Source: an optimization exercise on an open RTL-to-GDS flow (aim: small area, a short achievable clock period and few clock cycles per item). Production flows keep margins and buffers that such runs may drop.
The RTL was checked by simulation tests, not by an equivalence proof against the original design.
Power and IR drop assume default switching activity.

// pvrtc_quad_decoder_unit
module pvrtc_quad_decoder_unit #(
    parameter int unsigned MAX_WORDS_LOG2 = 10
) (
    input  wire logic         i_clk,
    input  wire logic         i_rst_n,
    input  wire logic         i_valid,
    input  wire logic [275:0] i_in_word,
    output logic              o_stall,
    output logic              o_valid,
    output logic [57:0]       o_out_word,
    input  wire logic         i_stall,
    input  wire logic         i_cfg_valid,
    output logic              o_cfg_ready,
    input  wire logic [1:0]   i_cfg_index,
    input  wire logic [3:0]   i_cfg_data
);
==> flow/config.mk <==
export PLATFORM = sky130hd
export DESIGN_NAME = pvrtc_quad_decoder_unit
export DESIGN_NICKNAME = pvrtc_quad_decoder_unit
export VERILOG_FILES = /design/flow/design.v
export SDC_FILE = /design/flow/constraint.sdc
export NUM_CORES = 4
export LEC_CHECK = 0
export CAP_MARGIN = 20
export CORE_MARGIN = 2
export CORE_UTILIZATION = 40
export SLEW_MARGIN = 20
export BUFFER_PORTS_ARGS = -buffer_cell sky130_fd_sc_hd__buf_1
export CTS_BUF_LIST = sky130_fd_sc_hd__clkbuf_16
export CTS_CLUSTER_SIZE = 25
export CTS_CLUSTER_DIAMETER = 80
export SETUP_SLACK_MARGIN = 6.5
==> flow/constraint.sdc <==
create_clock -name core_clock -period 10.0 [get_ports {i_clk}]
set_input_delay 2.0000 -clock core_clock [delete_from_list [all_inputs] [get_ports {i_clk}]]
set_output_delay 2.0000 -clock core_clock [all_outputs]
set_load 0.01 [all_outputs]
standard.sh (not shown) runs the stock make flow with config.mk's settings and CLKGATE_MAP_FILE= SYNTH_SCRIPT=/design/flow/synth_recipe.tcl, a recipe that flattens the netlist after the stock synthesis.
==> flow/flow/run.sh <==
#!/bin/bash
# The standard layout (standard.sh) with three changes to how it is made:
# plain buf_1 cells as the port buffers (buffer_ports otherwise picks delay
# cells); a clock tree of clkbuf_16 in clusters of up to 25 sinks within
# 80 um; and a setup margin for the resizer's timing repair so that it works
# the register-to-register paths below the 10 ns clock.
set -euo pipefail
{
  echo 'export BUFFER_PORTS_ARGS = -buffer_cell sky130_fd_sc_hd__buf_1'
  echo 'export CTS_BUF_LIST = sky130_fd_sc_hd__clkbuf_16'
  echo 'export CTS_CLUSTER_SIZE = 25'
  echo 'export CTS_CLUSTER_DIAMETER = 80'
  echo 'export SETUP_SLACK_MARGIN = 6.5'
} >> config.mk
bash standard.sh > standard.log 2>&1
Testbench counts at the start, summed over its fixed seeds: cycles 38,528, pixels 36,864.
Edit:
--- a/flow/design.v
+++ b/flow/design.v
@@ -63,25 +63,25 @@
             t[0]  = b[1];
             if (r[0] == c[0]) begin
                 res = t[{k, 1'b0} +: 2];
             end else begin
                 res = 2'd0;
             end
         end else begin
             res = b[bi] ? 2'd3 : 2'd0;
         end
         f_code2 = res;
     endfunction
     localparam logic [127:0] MOD_USED = 128'h001f1f3f00f0fcf91f3f0f01fcf8f001;
-    localparam int NPOS = 7;
+    localparam int NPOS = 3;
     logic            r_busy, n_busy, r_stall, r_take, n_out_valid;
     logic [4:0]      n_pos0;
     logic [4:0]      r_pos [NPOS];
     logic [2:0]      r_xe, xa, xb;
     logic [1:0]      r_y, ya, yb, x4, y4;
     logic [275:0]    r_quad;
     logic            two, last_pix, issue, accept;
     logic [127:0]    mods, cols;
     logic [1:0]      q_c [32];
     logic [1:0]      q_u [16];
     logic [1:0]      q_d [16];
     logic [1:0]      q_l [16];
@@ -100,30 +100,30 @@
     assign o_stall  = r_stall;
     assign accept   = i_valid & r_take;
     assign o_issue  = issue;
     always_comb begin
         n_busy = r_busy;
         if (accept) begin
             n_busy = 1'b1;
         end else if (issue && last_pix) begin
             n_busy = 1'b0;
         end
     end
     assign {r_y, r_xe} = r_pos[0];
-    assign xa = r_pos[1][2:0];
-    assign ya = r_pos[1][4:3];
-    assign xb = r_pos[2][2:0];
-    assign yb = r_pos[2][4:3];
-    assign x4 = r_pos[2][2:1];
-    assign y4 = r_pos[2][4:3];
+    assign xa = r_pos[0][2:0];
+    assign ya = r_pos[0][4:3];
+    assign xb = r_pos[0][2:0];
+    assign yb = r_pos[0][4:3];
+    assign x4 = r_pos[0][2:1];
+    assign y4 = r_pos[0][4:3];
     assign mods = {r_quad[83:52],  r_quad[147:116], r_quad[211:180], r_quad[275:244]}
                 & MOD_USED;
     assign cols = {r_quad[51:20],  r_quad[115:84],  r_quad[179:148], r_quad[243:212]};
     always_comb begin
         for (int p = 0; p < 32; p++) begin
             q_c[p] = f_code2(mods, cols, 3'(p / 8 + 2), 4'(p % 8 + 4));
         end
         for (int n = 0; n < 16; n++) begin
             q_u[n] = f_code2(mods, cols, 3'(n / 4 + 1), 4'((n % 4) * 2 + 1 - (n / 4) % 2 + 4));
             q_d[n] = f_code2(mods, cols, 3'(n / 4 + 3), 4'((n % 4) * 2 + 1 - (n / 4) % 2 + 4));
             q_l[n] = f_code2(mods, cols, 3'(n / 4 + 2), 4'((n % 4) * 2 + 1 - (n / 4) % 2 + 3));
             q_r[n] = f_code2(mods, cols, 3'(n / 4 + 2), 4'((n % 4) * 2 + 1 - (n / 4) % 2 + 5));
@@ -149,25 +149,25 @@
         end
     end
     always_comb begin
         for (int p = 0; p < 16; p++) begin
             q4[p] = mods[((p / 8) * 2 + (p % 4) / 2) * 32 + ((p / 4 + 2) % 4) * 8
                          + ((p % 4 + 2) % 4) * 2 +: 2];
         end
         code4 = q4[{y4, x4}];
         pv4   = cols[{y4[1], x4[1], 5'd0}] ? f_punch(code4) : f_rep(code4);
     end
     always_comb begin
         o_cols = cols;
-        o_pos  = {r_pos[6], r_pos[5], r_pos[4], r_pos[3]};
+        o_pos  = {r_pos[2], r_pos[2], r_pos[1], r_pos[1]};
         if (pv4 > 4'd10) begin
             m4      = pv4 - 4'd10;
             o_punch = ~two;
         end else begin
             m4      = pv4;
             o_punch = 1'b0;
         end
         o_codes  = c4s;
         o_sel4   = {m4[3], m4[3] | m4[2], m4[3] | m4[1], m4[3] | m4[0]};
         o_first  = (r_xe == 3'd0) & (r_y == 2'd0);
         o_row0   = (r_xe == 3'd0);
         o_last   = last_pix;
Outcome: Setup slack got worse by 61 ps; first-iteration DRC count rose by 2.2%; non-clock buffer count went up by 21; sequential share of layout area shrinks by 0.38 points; via count came out lower by 3.1%; clock power barely changes; wire length barely changes; final area drops by 2.3%; power went up by 2.8%; die area came out lower by 3.6%; clock-buffer cell count shrinks by 1; core utilization rose by 0.94 points; synthesized area fell by 3.7%.
Testbench counts after the change, summed over its fixed seeds: cycles 38,528, pixels 36,864.

-- afterwards: timing with drivers on the ports --
In the flow no input, the clock included, has a driving cell. The finished layouts below were timed again as built, in two steps. Step 1, drivers: a clkbuf_16 drives i_clk and a buf_2 each remaining input, both assumed. Step 2 moves the port delays by t, midway between the first and last clock arrival at a register: inputs arrive t later, outputs are due t later. That takes back most of the time a late clock gives input paths. Three values: ideal, step 1, step 2; two values: the first two.
| run | shift t [ns] | setup slack, ns | pins driven straight from the clock port |
|---|---|---|---|
| the first run | 0.666 | 6.519 / 6.519 / 6.066 | 1 |
| the second run | 0.667 | 6.459 / 6.459 / 6.153 | 1 |
After both steps setup and hold are still met in every run listed. For the first run, which loses most, drivers alone change the setup slack by 0.000 ns; drivers and shift together by -0.453 ns.
